From an optimization exercise on the open Yosys and OpenROAD flow, aimed at a short achievable clock period and few clock cycles; shortcuts taken in it are not production practice.
Only simulation tests tie the RTL to the original design; equivalence was not proved.
Power figures rest on the tool's default switching activity, not on a simulated workload.

<file path="design/flow/config.mk">
export PLATFORM = sky130hd
export DESIGN_NAME = mc_core
export DESIGN_NICKNAME = mc_core
export VERILOG_FILES = /design/flow/design.v
export SDC_FILE = /design/flow/constraint.sdc
export NUM_CORES = 4
export LEC_CHECK = 0
export CAP_MARGIN = 20
export CORE_MARGIN = 2
export CORE_UTILIZATION = 30
export SLEW_MARGIN = 20
</file>
<file path="design/flow/constraint.sdc">
create_clock -name core_clock -period 7.0 [get_ports {clk}]
set_input_delay 1.4000 -clock core_clock [delete_from_list [all_inputs] [get_ports {clk}]]
set_output_delay 1.4000 -clock core_clock [all_outputs]
set_load 0.01 [all_outputs]
</file>
<file path="design/flow/design.v">
module mc_core #(
    parameter int              XLEN     = 32,
    parameter int              NREG     = 32,
    parameter logic [XLEN-1:0] RESET_PC = '0
) (
    input  logic            clk,
    input  logic            rst,
    output logic            mem_req,
    output logic            mem_we,
    output logic [XLEN-1:0] mem_addr,
    output logic [XLEN-1:0] mem_wdata,
    input  logic [XLEN-1:0] mem_rdata,
    input  logic            mem_ready,
    output logic            halted,
    output logic [XLEN-1:0] pc_out
    ,
    output logic [31:0]     instret
);
    localparam int RIDX = $clog2(NREG);
    localparam logic [5:0] OP_RTYPE = 6'h00, OP_J = 6'h02, OP_JAL = 6'h03, OP_BEQ = 6'h04,
                           OP_BNE = 6'h05, OP_ADDI = 6'h08, OP_LW = 6'h23, OP_SW = 6'h2B;
    localparam logic [5:0] FN_JR = 6'h08, FN_ADD = 6'h20, FN_SUB = 6'h22, FN_AND = 6'h24,
                           FN_OR = 6'h25, FN_SLT = 6'h2A;
    typedef enum logic [3:0] {
        FETCH, DECODE, EX_R, EX_I, MEM_ADDR, MEM_RD, MEM_WR, WB_MEM, WB_ALU, BRANCH, JUMP, HALT
    } stateT;
    stateT           state, nextState;
    logic [XLEN-1:0] pc, aluOut, regA, regB, mdr;
    logic [31:0]     ir;
    logic [XLEN-1:0] regFile [NREG];
    logic            fetchArmed;
    logic [5:0]      opcode, funct;
    logic [4:0]      rs, rt, rd;
    logic [XLEN-1:0] immExt, rRes, diff;
    logic            rFunctOk, retire, wrEn;
    logic [4:0]      wrIdx;
    logic [XLEN-1:0] wrData;
    assign opcode = ir[31:26];
    assign rs     = ir[25:21];
    assign rt     = ir[20:16];
    assign rd     = ir[15:11];
    assign funct  = ir[5:0];
    assign immExt = {{(XLEN-16){ir[15]}}, ir[15:0]};
    assign diff   = regA - regB;
    function automatic logic [XLEN-1:0] rdReg(input logic [4:0] idx);
        if (idx == 5'd0 || 32'(idx) >= NREG)
            rdReg = {XLEN{1'b0}};
        else
            rdReg = regFile[idx[RIDX-1:0]];
    endfunction
    always_comb begin
        rRes     = '0;
        rFunctOk = 1'b1;
        case (funct)
            FN_ADD:  rRes = regA + regB;
            FN_SUB:  rRes = diff;
            FN_AND:  rRes = regA & regB;
            FN_OR:   rRes = regA | regB;
            FN_SLT:  rRes = {{(XLEN-1){1'b0}}, $signed(regA) < $signed(regB)};
            default: rFunctOk = 1'b0;
        endcase
    end
    always_comb begin
        nextState = state;
        wrEn      = 1'b0;
        wrIdx     = rt;
        wrData    = aluOut;
        retire    = 1'b0;
        case (state)
            FETCH:    if (mem_req && mem_ready) nextState = DECODE;
            DECODE: begin
                case (opcode)
                    OP_RTYPE:     nextState = (funct == FN_JR) ? JUMP : (rFunctOk ? EX_R : HALT);
                    OP_ADDI:      nextState = EX_I;
                    OP_LW, OP_SW: nextState = MEM_ADDR;
                    OP_BEQ, OP_BNE: nextState = BRANCH;
                    OP_J, OP_JAL: nextState = JUMP;
                    default:      nextState = HALT;
                endcase
            end
            EX_R, EX_I: nextState = WB_ALU;
            MEM_ADDR:   nextState = (opcode == OP_LW) ? MEM_RD : MEM_WR;
            MEM_RD:     if (mem_ready) nextState = WB_MEM;
            MEM_WR: begin
                if (mem_ready) begin
                    nextState = FETCH;
                    retire    = 1'b1;
                end
            end
            WB_MEM: begin
                wrEn      = 1'b1;
                wrData    = mdr;
                retire    = 1'b1;
                nextState = FETCH;
            end
            WB_ALU: begin
                wrEn      = 1'b1;
                wrIdx     = (opcode == OP_RTYPE) ? rd : rt;
                retire    = 1'b1;
                nextState = FETCH;
            end
            BRANCH: begin
                retire    = 1'b1;
                nextState = FETCH;
            end
            JUMP: begin
                wrEn      = (opcode == OP_JAL);
                wrIdx     = 5'd31;
                wrData    = pc;
                retire    = 1'b1;
                nextState = FETCH;
            end
            default: nextState = state;
        endcase
    end
    always_ff @(posedge clk or negedge rst) begin
        if (!rst) begin
            state      <= FETCH;
            pc         <= RESET_PC;
            ir         <= '0;
            regA       <= '0;
            regB       <= '0;
            aluOut     <= '0;
            mdr        <= '0;
            fetchArmed <= 1'b0;
            for (int i = 0; i < NREG; i++) regFile[i] <= '0;
        end else begin
            state      <= nextState;
            fetchArmed <= 1'b1;
            case (state)
                FETCH: begin
                    if (mem_req && mem_ready) begin
                        ir <= mem_rdata[31:0];
                        pc <= pc + XLEN'(4);
                    end
                end
                DECODE: begin
                    regA   <= rdReg(rs);
                    regB   <= rdReg(rt);
                    aluOut <= pc + (immExt << 2);
                end
                EX_R:           aluOut <= rRes;
                EX_I, MEM_ADDR: aluOut <= regA + immExt;
                MEM_RD:         if (mem_ready) mdr <= mem_rdata;
                BRANCH:         if ((opcode == OP_BEQ) == (diff == '0)) pc <= aluOut;
                JUMP: begin
                    if (opcode == OP_RTYPE) pc <= regA;
                    else                    pc <= {pc[XLEN-1:28], ir[25:0], 2'b00};
                end
                default: ;
            endcase
            if (wrEn && wrIdx != 5'd0 && 32'(wrIdx) < NREG)
                regFile[wrIdx[RIDX-1:0]] <= wrData;
        end
    end
    always_ff @(posedge clk or negedge rst) begin
        if (!rst)        instret <= '0;
        else if (retire) instret <= instret + 32'd1;
    end
    assign mem_req   = (state == FETCH && fetchArmed) || state == MEM_RD || state == MEM_WR;
    assign mem_we    = (state == MEM_WR);
    assign mem_addr  = (state == FETCH) ? pc : aluOut;
    assign mem_wdata = regB;
    assign halted    = (state == HALT);
    assign pc_out    = pc;
endmodule
</file>
<file path="design/flow/run.sh">
#!/bin/bash
# synth_recipe.tcl (not shown) runs the flow's synth.tcl, then flattens the netlist and writes it again
# the make line also repeats each setting of config.mk as NAME=value (left out here)
make -C /OpenROAD-flow-scripts/flow DESIGN_CONFIG=/design/flow/config.mk WORK_HOME=/design/flow/orfs CLKGATE_MAP_FILE= SYNTH_SCRIPT=/design/flow/synth_recipe.tcl finish
</file>
==> run_results.csv <==
group,metric,value,unit
global_route,grt_pass1_wl,480000,µm
logic_synthesis,synth_compound_area_share,28.3,%
clock_network,cts_resized,0,
placement,place_congestion,0.973,
die,initial_core_util,30.2,%
global_route,grt.total_usage,30.0,%
sta,tightest_slew,1250,ps
logic_synthesis,yosys-mux-area-fraction,1.92,%
logic_synthesis,synth_area_leaders,"dfrtp_1 (47%), o21ai_0 (8.7%), nand2_1 (7.3%), a221oi_1 (4.5%), a22o_1 (4.4%)",
logic_synthesis,syn_avg_cell_area,8.96,µm²
placement,place_hpwl,212000,µm
sta,rsz0062_at_grt,"false",
sta,slew_viol_final,0,
cells_and_area,mostFrequentLayoutCell,"nand2_1",
global_route,grt_antenna_before_repair,22,
sta,tns,0,ps
die,rows,171,
clock_network,hold_buffers,0,
cells_and_area,area_growth,16.2,%
logic_synthesis,yosys.area.top_type,"dfrtp_1",
logic_synthesis,synth_ff_type,"dfrtp_1",
worst_hold_path,worstHoldPathType,"register to register",
global_route,grt_pass1_vias,61700,
setup_path,cp-end-kind,"register",
drt,finalWirelength,344000,µm
logic_synthesis,syn_nets,7525,
sta,period_minus_slack,5880,ps
logic_synthesis,synth_top_family_by_area,"compound AO/OA/AOI/OAI gates",
clock_network,cts_tree,"built",
clock_network,clock_sinks,1221,
clock_network,post_cts_buffers,0,
run_status,status,"no timing/DRC/antenna violations",
cells_and_area,utilization,35.1,%
die,die-width,472,µm
clock_network,htreeDepth,4,
sta,slew_headroom,16.8,%
sta,clock_skew,83.3,ps
pwr,total_power,14900,µW
sta,finalCritPeriodShare,84.0,%
setup_path,rr_startpoint,"regA[11]",
pwr,pwr_density_cell,195,nW/µm²
run,cap_violations,0,
sta,finalSetupViolations,0,
global_route,grt_max_degree,168,
logic_synthesis,syn_inst,7327,
cells_and_area,regArea,30600,µm²
clock_network,cts.clk_slew.worst_paths,60,ps
clock_network,clk_latency,850,ps
setup_path,crit_path_start,"regA[11]",
worst_hold_path,hp-start,"instret[31]",
drt,drt-wirelength-per-cell,33.7,µm
logic_synthesis,synth_edf_count,0,
drt,vias,66000,
drt,drc,0,
pwr,max-vdd-ir-drop,0.272,mV
logic_synthesis,yosysUniqueCellTypes,93,
clock_network,cts_buffers,137,
sta,hold_viol_final,0,
drt,dr.pass1.iters,12,
drt,drt_iter0_drc,12600,
drt,via_per_inst,6.48,
die,design.core.area,217000,µm²
logic_synthesis,netlist_area,65700,µm²
pwr,p_leak,0.0318,µW
cells_and_area,final_cell_mix,"nand2_1 (1252), dfrtp_1 (1219), o21ai_0 (1138)",
logic_synthesis,synth_top_area_share,46.5,%
cells_and_area,drive_gt1_share,10.1,%
setup_path,criticalPathCategory,"register to register",
logic_synthesis,synthAdderAreaFrac,3.15,%
setup_path,crit_fanout,26,
die,dieArea,223000,µm²
clock_network,cts_root_buffer,"clkbuf_16",
cells_and_area,fin_area,76300,µm²
drt,ant_nets,0,
global_route,gr-total-overflow,0,
setup_path,cp_data_arrival_time,6530,ps
cells_and_area,fin_nets,7418,
logic_synthesis,yosysSeqAreaShare,46.5,%
placement,port_buffers,165,
setup_path,critPathLaunchType,"register",
die,die_height,472,µm
logic_synthesis,synth_xor_area_share,1.75,%
logic_synthesis,async_flop_share,100,%
cells_and_area,multi_input_area,33400,µm²
setup_path,required,7650,ps
placement,placed_cell_area,71400,µm²
logic_synthesis,ys_ff_latch,1221,
logic_synthesis,yosys_warnings,2,
cells_and_area,fillers,21900,
logic_synthesis,synth_simple_gate_area_share,14.0,%
die,pin_count,166,
sta,clock.fmax,170,MHz
clock_network,clockBufferDepth,3,
## worst max-delay path: stages, from the launching register on
cell and delay (ps):
dfrtp_1 460, inv_1 90, ha_1 670, nor2b_1 90, o211ai_1 530, nand2_1 90, a2111oi_0 860, o2111a_1 310
nand4_1 90, nor4_1 490, nand4_1 300, mux2i_4 430, or2b_1 640, buf_4 380, a21oi_1 70, o32a_1 180
## synth_stat cells, types with 116 or more instances
master and instances:
nand2_1 1284, dfrtp_1 1221, o21ai_0 1139, clkbuf_1 581, a22oi_1 359, a221oi_1 334, a22o_1 330, nor2_1 292
a21oi_1 283, ha_1 159, nand4_1 142, nand3_1 120, inv_1 116
## worst paths after layout
kind | end | slack (ps) | cells past startpoint
worst max-delay path | pc[17] | 1120 | 15
worst min-delay path | instret[31] | 480 | 1
worst max register to register | pc[17] | 1120 | 15
worst min register to register | instret[31] | 480 | 1
max in group asynchronous | regFile[29][27] | 4800 | 2
min in group asynchronous | fetchArmed | 530 | 1
## report_power, final
group	internal, µW	switching, µW
clock network	4330	3330
registers	7060	0.150
logic	28.3	153
total	11400	3480
## layer usage
layer	up-vias	share of wire (%)	track usage (%)
li1	26800	-	-
met1	32100	38	38.3
met2	5513	40	42.0
met3	1638	15	12.7
met4	35	7.4	16.9
met5	-	0.10	0.887
## registers in the layout, indices dropped and copies added, names as in the netlist
| register | cells |
|---|---|
| instret | 32 |
| fetchArmed | 1 |
| regB | 32 |
| regA | 32 |
| ir | 32 |
| aluOut | 32 |
| state | 4 |
| mdr | 32 |
| regFile | 992 |
| pc | 32 |
## final cells by class
type,count,area share (%)
clock buffer,193,5.21
timing repair buffer,377,4.65
inverter,119,0.585
tap,2854,4.68
antenna,14,0.0459
sequential,1221,40.0
multi-input combinational,5364,43.7
clock inverter,55,1.04
## logic make-up (layout without fill, tap and decap cells)
| logic type | after synthesis | after routing |
|---|---|---|
| xor+xnor | 131 | 131 |
| flops | 1221 | 1221 |
| fa+ha+maj | 163 | 163 |
| compound gates | 2830 | 2830 |
| other cells | 1 | 15 |
| simple gates | 2127 | 2127 |
| buf+inv | 742 | 744 |
| mux | 112 | 112 |
## through the flow
step / std cells / hold WS (ps) / worst slack (ps)
final: 10200 / 481 / 1120
after CTS: 10200 / 479 / 1290
after floorplan: 7327 / 471 / 3120
after global routing: 10200 / 495 / 805
after global placement: 9930 / 465 / 1400
after detailed placement: 9932 / 472 / 1350
Testbench counts, summed over its fixed seeds: cycles 154,816.

## what the ideal ports hide
The flow's constraints put no driver on any port. The routed layout listed below was extracted and timed again, unchanged, in two steps. Step 1 sets driving cells, clkbuf_16 on the clock port and buf_2 on the other inputs (assumed; they add their load-dependent delay and slew). Step 2 adds t to the input delays and takes it off the output delays; t is the mean of the earliest and latest rising clock arrival at the registers after step 1. Input paths then give back, and output paths get back, about the clock's delay inside the block. Slacks: ideal ports / drivers / drivers and shift; pairs: ideal ports / drivers.
shift t [ns]: 0.900
slack for setup (ns): 1.117 / 1.117 / 1.117
clock arrival spread, ns: 0.087 / 0.087
worst data-port slew with drivers (ns): 0.11
pins driven straight from the clock port: 1
After both steps setup and hold are still met in this run. For this run, drivers alone change the setup slack by 0.000 ns; drivers and shift together by 0.000 ns.
